Context: an optimization exercise on an open-source flow, tuned for a short achievable clock period and few clock cycles. The choices shown serve that exercise and are no tape-out recipe. The flow treats the clock pin as an ideal source, which a real chip does not have. Power figures rest on the tool's default switching activity, not on a simulated workload.

run B:
Design mips, start of the top module:
module mips (
    input  logic        clk,
    input  logic        rstN,
    output logic [31:0] instrAddr,
    input  logic [31:0] instrData,
    output logic [31:0] dataAddr,
    output logic [31:0] dataWdata,
    output logic        dataWe,
    input  logic [31:0] dataRdata,
    output logic        wbWe,
    output logic [4:0]  wbAddr,
    output logic [31:0] wbData,
    output logic [31:0] wbPc
);
    function automatic logic [31:0] ksAdd(input logic [31:0] x, input logic [31:0] y,
                                          input logic cin);
        logic [31:0] g, p, gg, pp, ng, np;
        g = x & y;
        p = x ^ y;
        gg = g;
        gg[0] = g[0] | (p[0] & cin);
        pp = p;
        for (int s = 1; s < 32; s = s * 2) begin
            ng = gg;
            np = pp;
            for (int i = s; i < 32; i++) begin
                ng[i] = gg[i] | (pp[i] & gg[i-s]);
                np[i] = pp[i] & pp[i-s];
            end
            gg = ng;
            pp = np;
        end
        ksAdd = p ^ {gg[30:0], cin};
    endfunction
    logic [31:0]  pc;
    logic         stall;                 
    logic         rValid;
    logic [31:0]  rInstr, rPc, rPc4, rPc8;
    logic [8:0]   rLo8, rMid0, rMid1;
    logic [31:18] rHiP, rHiM;
    logic [31:1]  rRsSel, rRtSel;        
    logic         rIsR, rIsOri, rIsLui, rIsLw, rIsSw, rIsBeq, rWr, rUseRs, rUseRt;
    logic         rPredT, rTake;
    logic         rSelAdd, rSelSub, rSelAnd, rSelOr, rSelSlt;
    logic [4:0]   rDest;                 
    logic         rWHitA, rWHitB;        
    logic         dValid;
    logic [31:0]  dPc, dImmVal, dAlt, dRfA, dRfB;
    logic         dIsR, dIsLw, dIsSw, dIsBeq, dWr, dPredT, dImmB;
    logic         dSelAdd, dSelSub, dSelAnd, dSelOr, dSelSlt;
    logic [4:0]   dDest, dRs, dRt;
    logic         dWHitA, dWHitB;        
    logic [3:0]   dSa, dSb, dSs;
    logic [4:0]   dFa, dFb;
    logic         dFs;
    logic         dSsLd;                 
    logic         eValid, eWr, eIsLw, eIsSw, eIsBeq, ePredT;
    logic         eSelAdd, eSelSub, eSelAnd, eSelOr, eSelSlt;
    logic [4:0]   eDest;
  ...
export LEC_CHECK = 0
export ABC_CLOCK_PERIOD_IN_PS = 2000
export CAP_MARGIN = 20
export CORE_MARGIN = 2
export CORE_UTILIZATION = 50
export CTS_CLUSTER_DIAMETER = 100
export CTS_CLUSTER_SIZE = 25
export SLEW_MARGIN = 20
create_clock -name core_clock -period 8.0 [get_ports {clk}]
standard.sh (not shown) runs the stock make flow with config.mk's settings and CLKGATE_MAP_FILE= SYNTH_SCRIPT=/design/flow/synth_recipe.tcl, a recipe that flattens the netlist after the stock synthesis.
==> flow/flow/run.sh <==
#!/bin/bash
# The standard layout (standard.sh) with these changes:
# - synthesis: Yosys's full/half-adder extraction is off, and ABC maps the
#   logic with the delay-oriented script flow/fast.abc instead of ORFS's
#   abc_speed.script, without a222oi (it has no stronger size than _1).
#   Flip-flops are mapped before ABC runs, so registers,
#   their names and their cells are those of the standard synthesis.
# - the port buffers are buf_8 cells rather than the delay cells that
#   buffer_ports picks by default;
# - timing repair aims for 5.5 ns of setup slack;
# - after CTS, flow/cts_post.tcl (with flow/retree.tcl) keeps CTS's leaf
#   clock buffers and drives them from 4 quadrant buffers that the clock port
#   feeds directly.
set -euo pipefail
W=$PWD
sed 's#^  log_cmd abc {\*}\$abc_args#  set abc_args [lreplace $abc_args 1 1 '"$W"'/flow/fast.abc]\n  lappend abc_args -dont_use sky130_fd_sc_hd__a222oi_1\n&#' \
    "$FLOW_HOME/scripts/synth.tcl" > "$W/synth_core.tcl"
grep -q "flow/fast.abc" "$W/synth_core.tcl"
sed "s#\$::env(SCRIPTS_DIR)/synth.tcl#$W/synth_core.tcl#" "$W/synth_recipe.tcl" > "$W/synth_fast.tcl"
sed "s#SYNTH_SCRIPT=[^ ]*#SYNTH_SCRIPT=$W/synth_fast.tcl SETUP_SLACK_MARGIN=5.5#" "$W/standard.sh" > "$W/standard_fast.sh"
grep -q "synth_fast.tcl" "$W/standard_fast.sh"
export ADDER_MAP_FILE=
export POST_CTS_TCL="$W/flow/cts_post.tcl"
export BUFFER_PORTS_ARGS="-buffer_cell sky130_fd_sc_hd__buf_8"
bash "$W/standard_fast.sh" finish > "$W/flow.log" 2>&1
Other scripts of this flow, unchanged in this note and not shown: flow/flow/cts_post.tcl, flow/flow/fast.abc, flow/flow/retree.tcl
Setup changes, run B to run C
--- a/flow/design.v
+++ b/flow/design.v
@@ -240,19 +240,14 @@
         end
     end
     always_ff @(posedge clk) begin
         if (!stall) begin
             rInstr  <= instrData;
             rPc     <= pc;
             rPc4    <= fPc4;
-            rLo8    <= fLo8;
-            rMid0   <= fMid0;
-            rMid1   <= fMid1;
-            rHiP    <= fHiP[31:18];
-            rHiM    <= fHiM[31:18];
             rPc8    <= fPc8;
             rIsR    <= fIsR;
             rIsOri  <= fIsOri;
             rIsLui  <= fIsLui;
             rIsLw   <= fIsLw;
             rIsSw   <= fIsSw;
             rIsBeq  <= fIsBeq;
@@ -269,14 +264,19 @@
         end
     end
     always_ff @(posedge clk) begin
         for (int i = 1; i < 32; i++) begin
             rRsSel[i] <= (nRsR == 5'(i)) && (rfValid[i] || wWeOh[i]);
             rRtSel[i] <= (nRtR == 5'(i)) && (rfValid[i] || wWeOh[i]);
         end
+        rLo8   <= stall ? {1'b0, rPc4[9:2]} + {1'b0, rImm[7:0]} : fLo8;
+        rMid0  <= stall ? {1'b0, rPc4[17:10]} + {1'b0, rImm[15:8]} : fMid0;
+        rMid1  <= stall ? {1'b0, rPc4[17:10]} + {1'b0, rImm[15:8]} + 9'd1 : fMid1;
+        rHiP   <= stall ? rPc4[31:18] + 14'd1 : fHiP[31:18];
+        rHiM   <= stall ? rPc4[31:18] - 14'd1 : fHiM[31:18];
         rWHitA <= mValid && mWr && (mDest != 5'd0) && (mDest == nRsR);
         rWHitB <= mValid && mWr && (mDest != 5'd0) && (mDest == nRtR);
     end
     always_ff @(posedge clk or negedge rstN) begin
         if (!rstN) begin
             dValid <= 1'b0;
         end else if (mispredict) begin
==> comparison <==
Part of the total power dissipated in sequential elements down 0.8 points in run C wrt run B. Number of placed instances, taps included grows slightly when moving from run B to run C. Of the two candidates, run B has the worse post-layout minimum cycle time and run C the better one. Delta (run C minus run B): switching share of total power +1.1 points, placed wire-length estimate after detailed placement saw little to no change, count of flip-flops with a built-in enable after synthesis has decreased, total power up 0.73 mW, first-pass GRT wire length saw an increase.
No run of this note included a check of the RTL's function; only the layout flow was run.

-- static timing again, ports no longer ideal --
The results above use ideal ports. As a check the final layouts listed here were re-extracted and re-timed, cells and wires unchanged.
Step 1, drivers: a clkbuf_16 drives clk and a buf_2 each remaining input, both assumed.
Step 2 moves the port delays by t, midway between the first and last clock arrival at a register: inputs arrive t later, outputs are due t later. That takes back most of the time a late clock gives input paths.
a / b / c = no drivers / after step 1 / after step 2; a / b = the first two.
run | t, ns | setup slack, ns | hold slack, ns | worst setup path after step 2 | worst data-port slew with drivers (ns)
run B | 0.777 | 4.842 / 4.863 / 4.193 | 0.300 / 0.300 / 0.300 | input to register | 0.16
run C | 0.794 | 5.107 / 5.011 / 4.381 | 0.309 / 0.308 / 0.308 | input to register | 0.16
After both steps every run listed still meets setup and hold. For run C, which loses most, drivers alone change the setup slack by -0.096 ns; drivers and shift together by -0.726 ns.
